What follows belongs to an exercise in optimizing a design on an open flow for small area, a short achievable clock period and few clock cycles; a production flow would make more cautious choices. At most, simulation tests tie the RTL to the original design; equivalence was not proved. Power and IR drop assume default switching activity.

==> flow/design.v (excerpt) <==
module c_subset_lexer (
    input  logic        clk,
    input  logic        rst_n,
    input  logic        char_valid,
    output logic        char_stall,
    input  logic [7:0]  char_code,
    output logic        token_valid,
    input  logic        token_stall,
    output logic [4:0]  token_kind,
    output logic [23:0] token_start,
    output logic [15:0] token_length,
    output logic [23:0] line_number,
    output logic [30:0] token_value,
    output logic        last_of_run
);
Size in the first run: roughly 180 flip-flops, ~120 I/O pins, roughly 0.011 mm² of cells after synthesis.
clock: 6.5 ns
lec_check: 0
cap_margin: 20
core_margin: 4
core_utilization: 40
setup_slack_margin: 4.0
slew_margin: 20
tns_end_percent: 5
standard.sh (not shown) runs the stock make flow with config.mk's settings and CLKGATE_MAP_FILE= SYNTH_SCRIPT=/design/flow/synth_recipe.tcl, a recipe that flattens the netlist after the stock synthesis.
==> flow/flow/run.sh <==
#!/bin/bash
# Layout flow: the standard synthesis unchanged, then the standard ORFS layout with
# plain buffers (not delay cells) on the ports and for timing repair, and a clock
# tree without dummy loads.
set -euo pipefail
bash standard.sh synth > synth.log 2>&1
export BUFFER_PORTS_ARGS="-buffer_cell sky130_fd_sc_hd__buf_1"
export DONT_USE_CELLS="sky130_fd_sc_hd__clkdlybuf4s15_1 sky130_fd_sc_hd__clkdlybuf4s15_2 sky130_fd_sc_hd__clkdlybuf4s18_1 sky130_fd_sc_hd__clkdlybuf4s18_2 sky130_fd_sc_hd__clkdlybuf4s25_1 sky130_fd_sc_hd__clkdlybuf4s25_2 sky130_fd_sc_hd__clkdlybuf4s50_1 sky130_fd_sc_hd__clkdlybuf4s50_2 sky130_fd_sc_hd__dlygate4sd1_1 sky130_fd_sc_hd__dlygate4sd2_1 sky130_fd_sc_hd__dlygate4sd3_1 sky130_fd_sc_hd__dlymetal6s2s_1 sky130_fd_sc_hd__dlymetal6s4s_1 sky130_fd_sc_hd__dlymetal6s6s_1"
export CTS_ARGS="-sink_clustering_enable -repair_clock_nets -dont_use_dummy_load -sink_clustering_size 24 -sink_clustering_max_diameter 80 -buf_list {sky130_fd_sc_hd__clkbuf_8}"
bash standard.sh > layout.log 2>&1
Edit:
--- a/flow/design.v
+++ b/flow/design.v
@@ -136,18 +136,20 @@
     assign m_idle     = !(m_word || m_num || m_numx || m_slash || m_comm || m_op);
     assign m_numa     = m_num || m_numx;
     assign split      = m_numa && c_us;
     assign pop        = hv && !token_stall;
     assign fire       = va && !(sv && sblk) && !(hv && token_stall);
     assign adv        = va && !(sv && sblk) && !split && !(hv && token_stall);
     assign char_stall = vb;
     assign accept     = char_valid && !vb;
     logic word_cont, num_cont, num_acc;
+    logic len_small;
+    assign len_small = (len[15:3] == 13'd0);
     logic pend_word, pend_num, pend_slash, pend_tok, pend_pos, pend_two;
     logic run_idle, st_word, st_num, imm_tok;
     logic [4:0] pend_kind;
     assign word_cont  = m_word && c_wc;
     assign num_cont   = m_numa && c_wc && !c_us;
     assign num_acc    = m_num && c_digit;
     assign pend_word  = m_word && !c_wc;
     assign pend_num   = m_numa && !(c_wc && !c_us);
     assign pend_slash = m_slash && !c_slash;
@@ -155,19 +157,28 @@
     assign pend_two   = m_op && c_eq;
     assign pend_tok   = pend_word || pend_num || pend_pos;
     assign run_idle   = m_idle || pend_word || (pend_num && !c_us) || pend_slash ||
                         (m_op && !c_eq) || (m_comm && (c_nul || c_nl));
     assign st_word    = run_idle && c_wc && !c_digit;
     assign st_num     = run_idle && c_digit;
     assign imm_tok    = run_idle && c_imm;
     always_comb
     begin
-        if (m_word)      pend_kind = kw[4] ? kw : K_IDENT;
+        if (m_word) begin
+            pend_kind = K_IDENT;
+            if (len_small) begin
+                if (kw[0] && (len[2:0] == 3'd2)) pend_kind = W_IF;
+                if (kw[1] && (len[2:0] == 3'd3)) pend_kind = W_INT;
+                if (kw[2] && (len[2:0] == 3'd4)) pend_kind = W_ELSE;
+                if (kw[3] && (len[2:0] == 3'd5)) pend_kind = W_WHILE;
+                if (kw[4] && (len[2:0] == 3'd6)) pend_kind = W_RETURN;
+            end
+        end
         else if (m_numa) pend_kind = K_NUMBER;
         else if (m_slash) pend_kind = K_SLASH;
         else begin
             case (op)
                 2'd0:    pend_kind = c_eq ? K_NE : K_BANG;
                 2'd1:    pend_kind = c_eq ? K_EQ : K_ASSIGN;
                 2'd2:    pend_kind = c_eq ? K_LE : K_LT;
                 default: pend_kind = c_eq ? K_GE : K_GT;
             endcase
@@ -271,22 +282,30 @@
         end
         if (adv) begin
             pos_last  <= pos_cur;
             line_last <= line_cur;
         end
         if (fire && run_idle && c_opch) begin
             op <= !ca[4] ? 2'd0 : c_eq ? 2'd1 : ca[1] ? 2'd3 : 2'd2;
         end
         if (fire && st_word) begin
-            kw <= kw_init(ca);
+            kw <= {ca == "r", ca == "w", ca == "e", ca == "i", ca == "i"};
         end
         else if (fire && word_cont) begin
-            kw <= kw_step(kw, ca);
+            kw[0] <= kw[0] && len_small && (len[2:0] == 3'd1) && (ca == "f");
+            kw[1] <= kw[1] && len_small && (((len[2:0] == 3'd1) && (ca == "n")) || ((len[2:0] == 3'd2) && (ca == "t")));
+            kw[2] <= kw[2] && len_small && (((len[2:0] == 3'd1) && (ca == "l")) || ((len[2:0] == 3'd2) && (ca == "s")) ||
+                                            ((len[2:0] == 3'd3) && (ca == "e")));
+            kw[3] <= kw[3] && len_small && (((len[2:0] == 3'd1) && (ca == "h")) || ((len[2:0] == 3'd2) && (ca == "i")) ||
+                                            ((len[2:0] == 3'd3) && (ca == "l")) || ((len[2:0] == 3'd4) && (ca == "e")));
+            kw[4] <= kw[4] && len_small && (((len[2:0] == 3'd1) && (ca == "e")) || ((len[2:0] == 3'd2) && (ca == "t")) ||
+                                            ((len[2:0] == 3'd3) && (ca == "u")) || ((len[2:0] == 3'd4) && (ca == "r")) ||
+                                            ((len[2:0] == 3'd5) && (ca == "n")));
         end
         if (fire && (word_cont || num_cont)) begin
             len <= (len == 16'hFFFF) ? len : len + 16'd1;
         end
         else if (fire && (st_word || st_num || pend_slash || (m_op && !c_eq))) begin
             len <= 16'd1;
         end
         else if (fire && pend_two) begin
             len <= 16'd2;
Cell count went down by 1.2%.
Wire length falls by 2.3%.
Power went up by 1.3%.
Worst setup slack is better by 0.045 ns.
Register-to-register slack gets better by 0.04 ns.
Global-route usage barely changes.
Maximum frequency grows by 1.5%.
Design area is higher by 0.57%.
Utilization grows by 0.64 points.
Testbench counts after the change, summed over its fixed seeds: cycles 24,152.
No functional check of the RTL was part of the first run of this note.

==> re-timing with driven ports <==
How much do the figures lean on ideal ports? The routed layouts below were timed once more, with nothing changed but the port constraints.
Step 1 (the two cells are an assumption about what drives the block):
set clk [get_ports {clk}]
set_driving_cell -lib_cell sky130_fd_sc_hd__clkbuf_16 $clk
set_driving_cell -lib_cell sky130_fd_sc_hd__buf_2 [delete_from_list [all_inputs] $clk]
Step 2 also shifts input and output timing later by t, the mid clock arrival at the registers, as if the neighbouring blocks saw the same clock.
a / b / c = no drivers / after step 1 / after step 2; a / b = the first two.
| run | t (ns) | slack for setup (ns) | worst setup path after step 2 |
|---|---|---|---|
| the first run | 0.495 | 3.562 / 3.562 / 3.182 | input to register |
| the second run | 0.500 | 3.606 / 3.606 / 3.168 | input to register |
After both steps setup and hold are still met in every run listed. For the second run, which loses most, drivers alone change the setup slack by 0.000 ns; drivers and shift together by -0.438 ns.
